Context: an optimization exercise on an open-source flow, tuned for a short achievable clock period and few clock cycles. The choices shown serve that exercise and are no tape-out recipe. At most, simulation tests tie the RTL to the original design; equivalence was not proved. Function not checked in run 1: the RTL went through the layout flow alone. Power figures rest on the tool's default switching activity, not on a simulated workload.

## flow/run.sh

```bash
#!/bin/bash
# synth_recipe.tcl (not shown) runs the flow's synth.tcl, then flattens the netlist and writes it again
# the make line also repeats each setting of config.mk as NAME=value (left out here)
make -C /OpenROAD-flow-scripts/flow DESIGN_CONFIG=/design/flow/config.mk WORK_HOME=/design/flow/orfs CLKGATE_MAP_FILE= SYNTH_SCRIPT=/design/flow/synth_recipe.tcl finish
```

## flow/config.mk

```make
export PLATFORM = sky130hd
export DESIGN_NAME = cpu16
export DESIGN_NICKNAME = cpu16
export VERILOG_FILES = /design/flow/design.v
export SDC_FILE = /design/flow/constraint.sdc
export NUM_CORES = 4
export LEC_CHECK = 0
export ABC_CLOCK_PERIOD_IN_PS = 2500
export CAP_MARGIN = 20
export CORE_MARGIN = 2
export CORE_UTILIZATION = 40
export SETUP_SLACK_MARGIN = 5
export SLEW_MARGIN = 20
```

## flow/design.v

```verilog
`timescale 1ns/1ps
module cpu16 (
    input  logic        clk,
    input  logic        rst_n,
    input  logic [15:0] instr,
    output logic [15:0] pc,
    output logic        wb_valid,
    output logic [3:0]  wb_addr,
    output logic [15:0] wb_data
);
    logic [3:0] f_op, f_rd, f_rs, f_rt;
    assign f_op = instr[15:12];
    assign f_rd = instr[11:8];
    assign f_rs = instr[7:4];
    assign f_rt = instr[3:0];
    logic f_wr, f_rtype, f_br, f_jmp, f_zext, f_imm;
    logic f_sel_add, f_sel_sub, f_sel_nand, f_sel_or, f_sel_sh;
    always_comb begin
        f_wr       = 1'b0;
        f_rtype    = 1'b0;
        f_br       = 1'b0;
        f_jmp      = 1'b0;
        f_zext     = 1'b0;
        f_imm      = 1'b0;
        f_sel_add  = 1'b0;
        f_sel_sub  = 1'b0;
        f_sel_nand = 1'b0;
        f_sel_or   = 1'b0;
        f_sel_sh   = 1'b0;
        case (f_op)
            4'd0:  begin f_wr = 1'b1; f_sel_sh = 1'b1; end
            4'd3:  f_jmp = 1'b1;
            4'd4, 4'd5: begin f_br = 1'b1; f_rtype = 1'b1; end
            4'd6:  begin f_wr = 1'b1; f_imm = 1'b1; f_sel_or = 1'b1; end
            4'd7:  begin f_wr = 1'b1; f_imm = 1'b1; f_sel_nand = 1'b1; end
            4'd8:  begin f_wr = 1'b1; f_rtype = 1'b1; f_sel_add = 1'b1; end
            4'd9:  begin f_wr = 1'b1; f_imm = 1'b1; f_sel_add = 1'b1; end
            4'd10: begin f_wr = 1'b1; f_imm = 1'b1; f_zext = 1'b1; f_sel_add = 1'b1; end
            4'd11: begin f_wr = 1'b1; f_rtype = 1'b1; f_sel_nand = 1'b1; end
            4'd12: begin f_wr = 1'b1; f_rtype = 1'b1; f_sel_sub = 1'b1; end
            4'd13: begin f_wr = 1'b1; f_imm = 1'b1; f_sel_sub = 1'b1; end
            4'd14: begin f_wr = 1'b1; f_imm = 1'b1; f_zext = 1'b1; f_sel_sub = 1'b1; end
            4'd15: begin f_wr = 1'b1; f_rtype = 1'b1; f_sel_or = 1'b1; end
            default: ;
        endcase
    end
    logic [15:0] regs [1:15];
    logic        e_valid;
    logic        e_wrnz;      
    logic        e_wr;
    logic        e_br, e_bne, e_jmp, e_pt;
    logic        e_sel_add, e_sel_sub, e_sel_nand, e_sel_or, e_sel_sh;
    logic [3:0]  e_rd;
    logic [3:0]  e_sh_amt;
    logic        e_sh_left, e_sh_arith;
    logic [15:0] e_a, e_b, e_d;
    logic [15:0] e_pc2;
    logic        w_wrnz;
    logic [15:0] sum, diff, res_nand, res_or, res_sh, alu_res;
    logic [31:0] sh_r;
    logic        eq, taken, redirect;
    logic [15:0] target;
    assign sum      = e_a + e_b;
    assign diff     = e_a - e_b;
    assign res_nand = ~(e_a & e_b);
    assign res_or   = e_a | e_b;
    assign sh_r     = {{16{e_sh_arith & e_a[15]}}, e_a} >> e_sh_amt;
    assign res_sh   = e_sh_left ? (e_a << e_sh_amt) : sh_r[15:0];
    assign alu_res  = ({16{e_sel_add}}  & sum)
                    | ({16{e_sel_sub}}  & diff)
                    | ({16{e_sel_nand}} & res_nand)
                    | ({16{e_sel_or}}   & res_or)
                    | ({16{e_sel_sh}}   & res_sh);
    assign eq       = (e_a == e_b);
    assign taken    = e_br & (eq ^ e_bne);
    assign redirect = e_valid & (e_jmp | (taken ^ e_pt));
    assign target   = e_jmp ? (pc + e_b) : taken ? e_d : e_pc2;
    logic [15:0] vr [16];
    always_comb begin
        vr[0] = 16'd0;
        for (int i = 1; i < 16; i++)
            vr[i] = (w_wrnz && wb_addr == 4'(i)) ? wb_data : regs[i];
    end
    logic fwd_a, fwd_b, fwd_d;
    assign fwd_d = e_wrnz && e_rd == f_rd;
    assign fwd_a = e_wrnz && (f_rtype ? e_rd == f_rs : e_rd == f_rd);
    assign fwd_b = e_wrnz && e_rd == f_rt;
    logic [15:0] f_a, f_b, f_d;
    always_comb begin
        f_d = fwd_d ? alu_res : vr[f_rd];
        f_a = fwd_a ? alu_res : f_rtype ? vr[f_rs] : vr[f_rd];
        if (f_jmp)      f_b = {4'd0, instr[11:0]};
        else if (f_imm) f_b = {(f_zext ? 8'd0 : {8{instr[7]}}), instr[7:0]};
        else            f_b = fwd_b ? alu_res : vr[f_rt];
    end
    logic        f_pt;
    logic [15:0] pc2;
    assign f_pt = f_br & ((f_rs == f_rt) ^ f_op[0]);
    assign pc2  = pc + 16'd2;
    always_ff @(posedge clk or negedge rst_n) begin
        if (!rst_n) begin
            pc       <= 16'd0;
            e_valid  <= 1'b0;
            e_wrnz   <= 1'b0;
            wb_valid <= 1'b0;
            w_wrnz   <= 1'b0;
        end else begin
            pc       <= redirect ? target : f_pt ? f_d : pc2;
            e_valid  <= !redirect;
            e_wrnz   <= !redirect && f_wr && (f_rd != 4'd0);
            wb_valid <= e_valid && e_wr;
            w_wrnz   <= e_wrnz;
        end
    end
    always_ff @(posedge clk) begin
        e_wr       <= f_wr;
        e_br       <= f_br;
        e_bne      <= f_op[0];
        e_jmp      <= f_jmp;
        e_pt       <= f_pt;
        e_sel_add  <= f_sel_add;
        e_sel_sub  <= f_sel_sub;
        e_sel_nand <= f_sel_nand;
        e_sel_or   <= f_sel_or;
        e_sel_sh   <= f_sel_sh;
        e_rd       <= f_rd;
        e_sh_amt   <= f_rs;
        e_sh_left  <= !f_rt[1];
        e_sh_arith <= f_rt[1] & f_rt[0];
        e_a        <= f_a;
        e_b        <= f_b;
        e_d        <= f_d;
        e_pc2      <= pc2;
        wb_addr    <= e_rd;
        wb_data    <= alu_res;
        if (w_wrnz) regs[wb_addr] <= wb_data;
    end
endmodule
```

## flow/constraint.sdc

```tcl
create_clock -name core_clock -period 7.5 [get_ports {clk}]
set_input_delay 1.5000 -clock core_clock [delete_from_list [all_inputs] [get_ports {clk}]]
set_output_delay 1.5000 -clock core_clock [all_outputs]
set_load 0.01 [all_outputs]
```

==> impl_results.md, run 1 <==
* Drt via density at 7.30
* WHS Path Cells at 0
* IO buf count at 54
* HP Class: register to register
* Chip Width at 245 um
* Fillers at 4137
* Nets at 2974
* WL/cell at 37.7 um
* Number of library cell types mapped by synthesis at 86
* Seq cells post-synth at 364
* CTS tree: done
* Core box area at 0.0576 mm^2
* Setup Skew at 23.3 ps
* Data required, critical path at 7960 ps
* Number of flops mapped to enable cells by yosys at 240
* Seq/Total Area, Yosys at 0.421
* Share of cells above drive strength 1 at 0.483
* Placed Cells at 3001
* Final setup viols at 0
* Clock root cell: clkbuf_16
* IO Pins at 55
* Syn Inst Count at 2305
* Setup TNS at 0 ps
* Post-DP HPWL at 72.0 mm
* Critical Path Start Type: register
* Worst-path maximum fanout at 7
* DRT antenna net count at 0
* Critical path class: register to register
* First-pass GRT wire length at 185 mm
* Ys async rst share at 0.0549
* Syn Nets at 2393
* Die height at 245 um
* Static Leak at 14.2 nW
* Initial drt markers at 4755
* Initial antenna violation count at 2
* Status: complete, no violations
* Clock buffer depth at 3
* Most frequent cells in the layout: buf_4, o22ai_1, edfxtp_1
* Hold Vio Cnt, Final at 0
* Slew headroom at 0.178
* Cell Count, Final, Fillers Out at 3688
* Fmax at 0.314 GHz
* Initial Util at 0.404
* Clock transition at the registers of the reported paths at 60 ps
* Worst Path Arrival at 3650 ps
* H-tree Lvls at 2
* Period utilisation layout at 0.424
* Placer Congestion at 1.04
* Vias at 26900
* DIE AREA at 0.0600 mm^2
* Final Max Slew Viols at 0
* CTS Sinks at 364
* Post-Syn Area per Cell at 10.1 um^2
* Max-Cap Viols at 0
* Synthesized area at 0.0232 mm^2
* TritonRoute pass-1 iters at 14
* Congestion Overflow GR at 0
* Worst r2r path cells at 11
* DR DRC count at 0
* Largest net degree at the start of global routing at 35
* Post-CTS Hold Buffers at 0
* RSZ-0062 raised after global routing: true
* YS warnings at 2
* Setup crit end kind: register
* # rows at 88
* PwrDens at 252 mW/mm^2
* Register area at 0.00999 mm^2
* Vias in the first global route at 25000
* Slew @ Worst Pin at 1230 ps
* All-layer global routing usage at 0.430
* P&R area growth vs syn at 61.9%
* Leading cell type in the layout, fill and taps excluded: buf_4
* Top FF cell, synth: edfxtp_1
* Min cycle time layout at 3180 ps
* Drt total wl at 139 mm
* Area of the multi-input gates at 0.0170 mm^2
* Worst skew pair latency at 600 ps
* TritonCTS Buffers at 43
* Maximum VDD drop at 0.189 mV
==> through the flow <==
stage	power [W]	hold slack, ps	worst slack [ps]	area [um^2]	utilization
CTS	0.00877	419	4440	34400	0.598
finish	0.00948	426	4320	37600	0.653
global route	0.00971	433	4330	37600	0.653
global placement	0.00524	434	2370	24900	0.433
floorplan	0.00433	394	4280	24500	-
detailed placement	0.00526	422	2330	24900	0.433
==> path summary, 6_finish.rpt <==
check	startpoint	end	slack [ps]
setup / recovery	w_wrnz	pc[8]	4320
hold / removal	e_rd[0]	wb_addr[0]	430
setup reg to reg	w_wrnz	pc[8]	4320
hold reg to reg	e_rd[0]	wb_addr[0]	430
max in group asynchronous	rst_n	pc[8]	5870
min in group asynchronous	rst_n	pc[5]	1290
==> flip-flops by register name (all words and copies together) (netlist names), 4 cells and up <==
signal,flops
e_d,16
e_sh_amt,4
regs,240
e_pc2,16
wb_addr,4
pc,16
e_rd,4
e_a,16
e_b,16
wb_data,16
==> what timing repair did <==
item | CTS | global route
gates resized for setup | 994 | 306
cloned | 31 | 9
setup buffers | 387 | 177
endpoints found under the setup margin | 194 | 117
pin swaps | 152 | 122
==> power breakdown <==
group | internal (W) | switching [W]
clock | 0.00130 | 0.000936
sequential | 0.00253 | 0.000237
combinational | 0.00200 | 0.00247
total | 0.00584 | 0.00364
==> area by class of cell <==
cell class | count | share of cell area
diodes | 3 | 0.000200
clock buffers | 52 | 0.0315
clock inverters | 27 | 0.00738
inverters | 81 | 0.00958
multi-input cells | 1707 | 0.452
flip-flops and latches | 364 | 0.266
well taps | 765 | 0.0254
repair buffers | 689 | 0.208
==> per-layer routing <==
layer  part of all wire  global-route usage
met1               0.34               0.520
met4               0.11               0.292
met5                  0                   0
met3               0.15               0.168
met2               0.40               0.632
==> worst max-delay path, cell delays in order, from the launching register on <==
cell	delay, ps
dfrtp_2	460
buf_12	130
nand3_4	140
nor2_4	170
buf_12	160
clkbuf_16	190
mux2i_1	530
o22ai_2	110
or4_4	450
nor4_4	250
mux2i_2	150
o311a_1	300
==> cells by family (layout without fill, tap and decap cells) <==
kind of cell	after synthesis	in the layout	synth area share
adders and majority gates	70	70	0.0387
AOI/OAI and AO/OA	734	734	0.207
muxes	304	304	0.144
buffers and inverters	242	849	0.0438
and+or+nand+nor	544	552	0.127
xor gates and xnor gates	47	47	0.0177
other	0	3	0
DFF	364	364	0.421
==> synth_stat cells, types with 10 or more instances <==
library cell	number	area share
o22a_1	27	0.010
a211oi_1	15	0.0048
nor2_1	114	0.018
and2_1	26	0.0070
dfxtp_1	104	0.090
nor3_1	30	0.0065
o21ai_0	87	0.019
ha_1	67	0.036
dfrtp_1	20	0.022
nor2b_1	19	0.0051
edfxtp_1	240	0.31
buf_4	12	0.0039
o21a_1	24	0.0078
clkbuf_1	114	0.018
nand2_1	107	0.017
nand2b_1	16	0.0043
a31oi_1	12	0.0032
a21o_1	19	0.0061
a211o_1	12	0.0045
mux2i_1	274	0.12
nand4_1	11	0.0030
inv_1	76	0.012
o221ai_1	23	0.0087
nand3_1	47	0.010
mux4_2	23	0.022
nor4_1	62	0.017
xor2_1	29	0.011
or4_1	38	0.012
or3_1	10	0.0027
a21oi_1	106	0.023
buf_2	28	0.0060
o22ai_1	316	0.085
xnor2_1	18	0.0068
==> inputs of run 2 (changes only) <==
--- a/flow/design.v
+++ b/flow/design.v
@@ -56,5 +56,4 @@
     logic [15:0] e_a, e_b, e_d;
     logic [15:0] e_pc2;
-    logic        w_wrnz;
     logic [15:0] sum, diff, res_nand, res_or, res_sh, alu_res;
     logic [31:0] sh_r;
@@ -79,6 +78,5 @@
     always_comb begin
         vr[0] = 16'd0;
-        for (int i = 1; i < 16; i++)
-            vr[i] = (w_wrnz && wb_addr == 4'(i)) ? wb_data : regs[i];
+        for (int i = 1; i < 16; i++) vr[i] = regs[i];
     end
     logic fwd_a, fwd_b, fwd_d;
@@ -86,12 +84,17 @@
     assign fwd_a = e_wrnz && (f_rtype ? e_rd == f_rs : e_rd == f_rd);
     assign fwd_b = e_wrnz && e_rd == f_rt;
-    logic [15:0] f_a, f_b, f_d;
-    always_comb begin
-        f_d = fwd_d ? alu_res : vr[f_rd];
-        f_a = fwd_a ? alu_res : f_rtype ? vr[f_rs] : vr[f_rd];
-        if (f_jmp)      f_b = {4'd0, instr[11:0]};
-        else if (f_imm) f_b = {(f_zext ? 8'd0 : {8{instr[7]}}), instr[7:0]};
-        else            f_b = fwd_b ? alu_res : vr[f_rt];
-    end
+    logic        sa_s, sa_d, sb_r, sb_i;
+    logic [15:0] f_a, f_b, f_d, f_imm16, rv_s, rv_t, rv_d;
+    assign rv_s    = vr[f_rs];
+    assign rv_t    = vr[f_rt];
+    assign rv_d    = vr[f_rd];
+    assign f_imm16 = f_jmp ? {4'd0, instr[11:0]} : {(f_zext ? 8'd0 : {8{instr[7]}}), instr[7:0]};
+    assign sa_s    = !fwd_a && f_rtype;
+    assign sa_d    = !fwd_a && !f_rtype;
+    assign sb_i    = f_imm || f_jmp;
+    assign sb_r    = !fwd_b && !sb_i;
+    assign f_d = ({16{fwd_d}} & alu_res) | ({16{!fwd_d}} & rv_d);
+    assign f_a = ({16{fwd_a}} & alu_res) | ({16{sa_s}} & rv_s) | ({16{sa_d}} & rv_d);
+    assign f_b = ({16{fwd_b && !sb_i}} & alu_res) | ({16{sb_r}} & rv_t) | ({16{sb_i}} & f_imm16);
     logic        f_pt;
     logic [15:0] pc2;
@@ -104,5 +107,4 @@
             e_wrnz   <= 1'b0;
             wb_valid <= 1'b0;
-            w_wrnz   <= 1'b0;
         end else begin
             pc       <= redirect ? target : f_pt ? f_d : pc2;
@@ -110,5 +112,4 @@
             e_wrnz   <= !redirect && f_wr && (f_rd != 4'd0);
             wb_valid <= e_valid && e_wr;
-            w_wrnz   <= e_wrnz;
         end
     end
@@ -134,5 +135,5 @@
         wb_addr    <= e_rd;
         wb_data    <= alu_res;
-        if (w_wrnz) regs[wb_addr] <= wb_data;
+        if (e_wrnz) regs[e_rd] <= alu_res;
     end
 endmodule
==> impl_results.md, run 2 <==
* Static Leak at 12.0 nW
* Ys async rst share at 0.0523
* Most frequent cell after synthesis: edfxtp_1
* Vias in the first global route at 21800
* Critical path, cell by cell: buf_12, buf_12, nor4bb_4, buf_4, a221oi_2, nand3_2, a2111oi_4, nand2_1, o31a_1, a311o_1
* Placement Setup Slack at 2510 ps
* Largest register FFs at 240
* Post-CTS Hold Buffers at 0
* DRT antenna net count at 0
* Share of cells above drive strength 1 at 0.479
* Core box area at 0.0511 mm^2
* Final Max Slew Viols at 0
* Crit-path max cell delay at 360 ps
* Nets at 2507
* Critical path class: input port to register
* Worst-path maximum fanout at 9
* Setup TNS at 0 ps
* Fillers at 3719
* Worst Path Arrival at 3710 ps
* Synthesized area at 0.0206 mm^2
* Seq/Total Area, Yosys at 0.474
* Critical path's top delay family: compound AO/OA/AOI/OAI gates
* Largest net degree at the start of global routing at 30
* Slew headroom at 0.278
* Placer Congestion at 1.08
* Seq cells post-synth at 363
* Syn Nets at 2017
* RSZ-0062 raised after global routing: true
* Initial Util at 0.403
* First-pass GRT wire length at 155 mm
* PwrDens at 254 mW/mm^2
* Setup crit end kind: register
* Register area at 0.00991 mm^2
* Fmax at 0.306 GHz
* Wire length on met1 at 37.5 mm
* DR DRC count at 0
* TritonRoute pass-1 iters at 16
* Worst path slowest cell: a2111oi_4
* Top FF cell, synth: edfxtp_1
* Initial antenna violation count at 5
* Period utilisation layout at 0.436
* Placed Cells at 2584
* Clock buffer depth at 3
* Die height at 231 um
* Worst skew pair latency at 580 ps
* Most frequent cells in the layout: buf_4, edfxtp_1, a22oi_1
* Met2 wire length at 47.8 mm
* Dominant cell type by area after synthesis: edfxtp_1
* DR WL met3 at 17.9 mm
* Hold Vio Cnt, Final at 0
* Maximum VDD drop at 0.204 mV
* Crit-path most repeated cell: buf_12
* IO Pins at 55
* P&R area growth vs syn at 56.0%
* Min cycle time layout at 3270 ps
* Leading cell type in the layout, fill and taps excluded: buf_4
* Top post-synthesis cells by count: edfxtp_1, a22oi_1, clkbuf_1, nor2_1, dfxtp_1
* Critical Path Start Type: input port
* Congestion Overflow GR at 0
* Initial drt markers at 4861
* TritonCTS Buffers at 39
* Cell Count, Final, Fillers Out at 3132
* IO buf count at 54
* Buf/Inv on CP at 3
* H-tree Lvls at 2
* Post-Syn Area per Cell at 10.7 um^2
* HP Class: register to register
* Reg with most FFs: regs
* Top sig layer: met5
* Main area contributors after synthesis: edfxtp_1, dfxtp_1, a22oi_1
* Chip Width at 231 um
* Placed cell area at 0.0228 mm^2
* Post-DP HPWL at 61.3 mm
* Final WS setup at 4230 ps
* Number of library cell types mapped by synthesis at 82
* WL/cell at 36.9 um
* Number of flops mapped to enable cells by yosys at 240
* Vias at 23100
* Drt total wl at 116 mm
* Data required, critical path at 7940 ps
* Final Cell Area at 0.0322 mm^2
* CTS Sinks at 363
* Clock transition at the registers of the reported paths at 60 ps
* Status: complete, no violations
* Final setup viols at 0
* DIE AREA at 0.0533 mm^2
* YS warnings at 2
* All-layer global routing usage at 0.402
* Drt via density at 7.37
* # rows at 83
* Syn Inst Count at 1929
* Area of the multi-input gates at 0.0128 mm^2
* CTS tree: done
* Area share of the largest cell type after synthesis at 0.350
* Max-Cap Viols at 0
* Clock root cell: clkbuf_16
* Slew @ Worst Pin at 1080 ps
* Setup Skew at 37.8 ps
[run 2: changes by cell type in the layout (fill, tap and decap cells not counted), sizes merged, moves of 36 or more]
cell and delta:
o22ai -302, mux2i -232, a22oi +225, buf -92, nor4 -60, a21oi -42
a222oi +41, a22o +37, or4 -37, a221oi +36
[run 2: report_power, final]
part / leakage [nW] / internal [W] / total, W / switching, W
Sequential: 3.28 / 0.00250 / 0.00274 / 0.000233
Combinational: 8.05 / 0.00155 / 0.00344 / 0.00189
Clock: 0.646 / 0.00114 / 0.00200 / 0.000868
Total: 12.0 / 0.00519 / 0.00818 / 0.00299
[run 2: path summary, 6_finish.rpt]
| path | from | end | slack (ps) | cells past startpoint |
|---|---|---|---|---|
| setup reg to reg | e_a[10] | pc[15] | 4370 | 11 |
| min in group asynchronous | rst_n | pc[4] | 1520 | 1 |
| hold / removal | e_wr | wb_valid | 460 | 1 |
| setup / recovery | instr[8] | pc[15] | 4230 | 10 |
| max in group asynchronous | rst_n | pc[8] | 5250 | 1 |
| hold reg to reg | e_wr | wb_valid | 460 | 1 |
[run 2: timing repair]
action,CTS,global route
setup endpoints to repair,367,435
gates cloned,35,5
buffers inserted,329,105
endpoints found under the hold margin,0,0
resized for setup,836,235
pin swaps,197,166
[run 2: metal layers]
| layer | global-route usage | up-vias |
|---|---|---|
| met4 | 0.299 | 10 |
| met2 | 0.590 | 2444 |
| met5 | 0.00276 | - |
| li1 | - | 8733 |
| met1 | 0.467 | 10900 |
| met3 | 0.168 | 985 |
[run 2: cells by family after synthesis]
| kind of cell | synth area share |
|---|---|
| AOI/OAI and AO/OA | 0.243 |
| DFF | 0.474 |
| and+or+nand+nor | 0.114 |
| adders and majority gates | 0.0436 |
| muxes | 0.0591 |
| buffers and inverters | 0.0447 |
| xor gates and xnor gates | 0.0217 |
[run 2: worst reg2reg max path, cell delays in order, from the launching register on]
cell	delay [ps]
dfxtp_4	460
inv_1	100
ha_1	450
nor2_1	160
nand2_1	100
o31a_1	310
or4_1	520
and3_4	190
buf_12	150
o211ai_1	110
a21oi_1	90
a311o_1	350
[run 2: area by class of cell]
class / count / share of cell area
Timing Repair Buffer: 577 / 0.207
Inverter: 88 / 0.0147
Sequential cell: 363 / 0.308
Clock buffer: 52 / 0.0358
Clock inverter: 20 / 0.00576
Multi-Input combinational cell: 1343 / 0.400
Tap cell: 680 / 0.0265
Timing Repair inverter: 7 / 0.00245
Antenna cell: 2 / 0.000156
[run 2: through the flow]
step                       util  hold WS, ps  total power (W)
after CTS                 0.589          456          0.00767
after global placement    0.446          438          0.00479
after global routing      0.629          488          0.00840
final                     0.629          458          0.00818
after floorplan               -          329          0.00402
after detailed placement  0.447          441          0.00481
Testbench counts of run 2, summed over its fixed seeds: cycles 28,391.

## separate check: timing with driven ports
The results above use ideal ports. As a check the final layouts listed here were re-extracted and re-timed, cells and wires unchanged.
Step 1, drivers: a clkbuf_16 drives clk and a buf_2 each remaining input, both assumed.
Step 2 times the ports against the registers' clock, not the clock port: input delays grow and output delays shrink by t, the midpoint of the rising clock arrivals with the driver on.
Slacks: no drivers / after step 1 / after step 2; pairs: no drivers / after step 1.
run | t, ns | slack for setup (ns) | clock arrival spread, ns
run 1 | 0.651 | 4.319 / 4.275 / 3.624 | 0.024 / 0.024
run 2 | 0.623 | 4.233 / 4.246 / 3.623 | 0.038 / 0.039
After both steps every run listed still meets setup and hold. The setup slack of run 1, which loses most, moves by -0.044 ns with the drivers and by -0.695 ns with both steps.
